Background: an optimization exercise with open tools, aiming at small area. Do not read the settings as production practice.
In this exercise RTL edits were held to simulation tests only and were not proved equivalent to the original.
No activity file was given, so power comes from the tool's default toggle rates. No driver is modelled on the clock port, so clocking that relies on it looks cheaper here than on a real chip.

== the previous run ==
==> flow/design.v <==
`timescale 1ns/100ps
module niuCpu (
    input  logic        clk,
    input  logic        reset,
    output logic [31:0] fetchAddr,
    output logic        fetchStrobe,
    input  logic [31:0] fetchData,
    output logic [31:0] dataAddr,
    output logic [31:0] dataWdata,
    output logic        dataWrite,
    input  logic [31:0] dataRdata,
    output logic        halted
);
    logic [4:0] cnt;
    logic [1:0] pass;
    logic       clr;
    logic       halt;
    wire c0  = (cnt == 5'd0);
    wire c31 = (cnt == 5'd31);
    wire run = ~clr & ~halt;
    wire p0  = (pass == 2'd0);
    wire p1  = (pass == 2'd1);
    wire p2  = (pass == 2'd2);
    logic [31:0] ir;
    wire  [4:0]  op  = ir[31:27];
    wire  [4:0]  rx  = ir[26:22];
    wire  [4:0]  ry  = ir[21:17];
    wire  [4:0]  rz  = ir[16:12];
    wire isR   = (op == 5'd0);
    wire isI   = (op == 5'd1) | (op == 5'd2) | (op == 5'd5) | (op == 5'd6) | (op == 5'd7) |
                 (op[4:2] == 3'b010);
    wire isALU = isR | isI;
    wire isLW  = (op == 5'd16);
    wire isSW  = (op == 5'd19);
    wire isBR  = (op[4:2] == 3'b110);
    wire isJAL = (op == 5'd31);
    wire undef = ~(isALU | isLW | isSW | isBR | isJAL);
    wire [4:0] fn = isR ? ir[4:0] : op;
    wire fSub  = isALU & (fn == 5'd0);
    wire fAdd  = isALU & (fn == 5'd1);
    wire fMul  = isALU & (fn == 5'd2);
    wire fNot  = isALU & (fn == 5'd4);
    wire fAnd  = isALU & (fn == 5'd5);
    wire fOr   = isALU & (fn == 5'd6);
    wire fXor  = isALU & (fn == 5'd7);
    wire fShl  = isALU & (fn[4:1] == 4'b0100);
    wire fShr  = isALU & (fn[4:1] == 4'b0101);
    wire fSh   = fShl | fShr;
    wire arith = fn[0];
    wire fCmp  = isALU & (fn[4:2] == 3'b100);
    wire fLong = fMul | fSh | fCmp;      
    wire lastIs2 = fShr | isSW;
    wire lastIs1 = fMul | fShl | fCmp | isBR | isJAL | isLW;
    wire last = lastIs2 ? p2 : (lastIs1 ? p1 : p0);
    assign fetchStrobe = c31 & ((clr & p1) | (run & last));
    always_ff @(posedge clk) begin
        if (fetchStrobe) ir <= fetchData;
    end
    always_ff @(posedge clk or posedge reset) begin
        if (reset) begin
            cnt  <= 5'd0;
            pass <= 2'd0;
            clr  <= 1'b1;
            halt <= 1'b0;
        end else begin
            cnt <= cnt + 5'd1;
            if (c31) begin
                if (clr) begin
                    pass <= p1 ? 2'd0 : 2'd1;
                    if (p1) clr <= 1'b0;
                end else if (run) begin
                    pass <= last ? 2'd0 : pass + 2'd1;
                end
            end
            if (run & p0 & c0 & undef) halt <= 1'b1;
        end
    end
    assign halted = halt;
    logic [31:0] rf [32];
    logic [31:0] head;
    logic        wen;
    logic        wbit;
    wire  [4:0]  wsel = isR ? rz : ry;
    genvar r;
    generate
        for (r = 0; r < 32; r++) begin : g_rf
            wire we = clr | (wen & (wsel == r));
            always_ff @(posedge clk) begin
                rf[r] <= {we ? (wbit & ~clr) : rf[r][0], rf[r][31:1]};
            end
            assign head[r] = rf[r][0];
        end
    endgenerate
    wire xbit = head[rx];
    wire ybit = head[ry];
    wire immb = ir[(cnt > 5'd16) ? 5'd16 : cnt];
    wire bbit = (isR | isBR) ? ybit : immb;
    logic cy, ne, lt;
    wire  sub = fSub | fCmp | isBR;
    wire  bb  = bbit ^ sub;
    wire  cin = c0 ? sub : cy;
    wire  sum = xbit ^ bb ^ cin;
    wire  cout = (xbit & bb) | (xbit & cin) | (bb & cin);
    always_ff @(posedge clk) begin
        cy <= cout;
        if (p0) begin
            ne <= (c0 ? 1'b0 : ne) | (xbit ^ bbit);
            if (c31) lt <= (xbit ^ bbit) ? xbit : sum;
        end
    end
    wire [1:0] cc = isBR ? op[1:0] : ir[1:0];
    logic flag;
    always_comb begin
        case (cc)
            2'd0: flag = ~ne;
            2'd1: flag = ne;
            2'd2: flag = lt;
            default: flag = lt | ~ne;
        endcase
    end
    logic simple;
    always_comb begin
        simple = 1'b0;
        if (fAdd | fSub) simple = sum;
        else if (fNot) simple = ~xbit;
        else if (fAnd) simple = xbit & bbit;
        else if (fOr)  simple = xbit | bbit;
        else if (fXor) simple = xbit ^ bbit;
    end
    logic [4:0] t;
    logic       neg1, ovf, seen;
    wire  tbit = bbit ^ (fShr & ~c0 & neg1);
    always_ff @(posedge clk) begin
        if (p0) begin
            if (cnt < 5'd5) t <= {tbit, t[4:1]};
            neg1 <= (c0 ? 1'b0 : neg1) | bbit;
            ovf  <= (c0 ? 1'b0 : ovf) | (bbit & (cnt >= 5'd5));
        end
    end
    wire tp2 = fShr & (t == 5'd0);
    wire hit = run & fSh & ~ovf & (cnt == t) & (tp2 ? p2 : p1);
    always_ff @(posedge clk) seen <= ~p0 & (seen | hit);
    logic [31:0] A;
    wire aEn = run & ((p0 & (fMul | fSh | isLW | isSW | isJAL)) | (p1 & isJAL));
    wire aIn = (isLW | isSW) ? sum : xbit;
    always_ff @(posedge clk) begin
        if (aEn) A <= {aIn, A[31:1]};
    end
    assign dataAddr = A;
    logic [31:0] S, C;
    wire bj  = run & ((p1 & fMul & bbit) | hit);
    wire sIn = run & ((p1 & isSW) ? ybit : (fShr & arith & A[31] & (seen | ovf)));
    wire [31:0] pp = A & {32{bj}};
    wire [31:0] sUp = {sIn, S[31:1]};
    wire [31:0] sNew = pp ^ sUp ^ C;
    wire [31:0] cNew = (pp & sUp) | (pp & C) | (sUp & C);
    always_ff @(posedge clk) begin
        S <= sNew;
        C <= cNew;
    end
    wire prod = sNew[0];
    assign dataWdata = S;
    assign dataWrite = run & isSW & p2 & c0;
    logic [31:0] pc;
    logic        pcc, imd, pcd;
    wire taken = isBR & flag;
    wire pcAdd = run & ((p0 & (cnt == 5'd1)) | (p1 & taken & imd & ~c0 & ~c31));
    wire pcCin = c31 ? 1'b0 : pcc;
    wire pcSum = pc[0] ^ pcAdd ^ pcCin;
    wire jalPc = run & isJAL & (rx != ry) & ((p0 & c31) | (p1 & ~c31));
    wire pcIn  = clr ? 1'b0 : (jalPc ? A[1] : pcSum);
    always_ff @(posedge clk) begin
        pc  <= {pcIn, pc[31:1]};
        pcc <= pc[0] & (pcAdd | pcCin) | (pcAdd & pcCin);
        imd <= immb;
        pcd <= pc[0];
    end
    assign fetchAddr = pc;
    always_comb begin
        wen  = 1'b0;
        wbit = 1'b0;
        if (run) begin
            if (p0 & isALU & ~fLong) begin
                wen = 1'b1; wbit = simple;
            end else if (p1 & fCmp) begin
                wen = 1'b1; wbit = c0 & flag;
            end else if (p1 & (fMul | fShl)) begin
                wen = 1'b1; wbit = prod;
            end else if (p2 & fShr) begin
                wen = 1'b1; wbit = prod;
            end else if (p1 & isLW) begin
                wen = 1'b1; wbit = dataRdata[cnt];
            end else if (p1 & isJAL) begin
                wen = 1'b1; wbit = pcd;
            end
        end
    end
endmodule
Settings: LEC_CHECK=0, CAP_MARGIN=20, CORE_MARGIN=2, CORE_UTILIZATION=65, SLEW_MARGIN=20; clock period 14.0 ns.
standard.sh (not shown) runs the stock make flow with config.mk's settings and CLKGATE_MAP_FILE= SYNTH_SCRIPT=/design/flow/synth_recipe.tcl, a recipe that flattens the netlist after the stock synthesis.
==> flow/flow/run.sh <==
#!/bin/bash
# Standard layout, with port buffers of the smallest buffer cell and a clock tree
# built from fewer, larger clusters without dummy loads.
set -euo pipefail
export BUFFER_PORTS_ARGS="-buffer_cell sky130_fd_sc_hd__buf_1"
export CTS_ARGS="-sink_clustering_enable -repair_clock_nets -dont_use_dummy_load -buf_list sky130_fd_sc_hd__clkbuf_16 -sink_clustering_size 30 -sink_clustering_max_diameter 80"
bash standard.sh > standard_flow.log 2>&1
The previous run went all the way through synthesis, placement and routing and the layout is clean on timing, DRC and antenna.
Setup changes, the previous run to the current run
==> flow/run.sh (new file) <==
#!/bin/bash
# synth_recipe.tcl (not shown) runs the flow's synth.tcl, then flattens the netlist and writes it again
# the make line also repeats each setting of config.mk as NAME=value (left out here)
make -C /OpenROAD-flow-scripts/flow DESIGN_CONFIG=/design/flow/config.mk WORK_HOME=/design/flow/orfs CLKGATE_MAP_FILE= SYNTH_SCRIPT=/design/flow/synth_recipe.tcl finish
diff --git a/flow/config.mk b/flow/config.mk
--- a/flow/config.mk
+++ b/flow/config.mk
@@ -8,4 +8,4 @@
 export CAP_MARGIN = 20
 export CORE_MARGIN = 2
-export CORE_UTILIZATION = 65
+export CORE_UTILIZATION = 40
 export SLEW_MARGIN = 20
removed: flow/flow/run.sh
removed: flow/standard.sh
==> notes.md <==
- Measured against each other, the current run and the previous run differ in sequential share of layout area, the higher figure coming from the previous run.
- Looking at area added between synthesis and finish, the current run sits 14 points higher than the previous run does.
- Cell-internal power (the current run over the previous run): increase, 1.2 mW
- Between the previous run and the current run, routability congestion estimate decreased.
- Re met2 routing resource usage after global routing: the current run is 16 points down on the previous run.
- [compare] base=the previous run new=the current run: part of the total power dissipated in combinational logic has remained practically unchanged, average instance area after synthesis has remained practically unchanged, final net count has increased.

==> separate check: timing with driven ports <==
Ports are ideal in the flow. The routed layouts listed here were re-timed in OpenROAD. Step 1 sets driving cells, clkbuf_16 on the clock port and buf_2 on the other inputs (assumed; they add their load-dependent delay and slew). Step 2, shift: input delay + t, output delay - t, t = (earliest + latest rising clock arrival at the registers) / 2. This alone moves slack from input paths to output paths. Three values: ideal, step 1, step 2; two values: the first two.
run	t, ns	setup slack, ns	worst setup path at the end	latest minus earliest clock arrival (ns)
the previous run	0.632	7.281 / 7.222 / 7.854	register to output	0.103 / 0.102
the current run	0.702	6.768 / 6.710 / 7.412	register to output	0.044 / 0.044
After both steps every run listed still meets setup and hold.
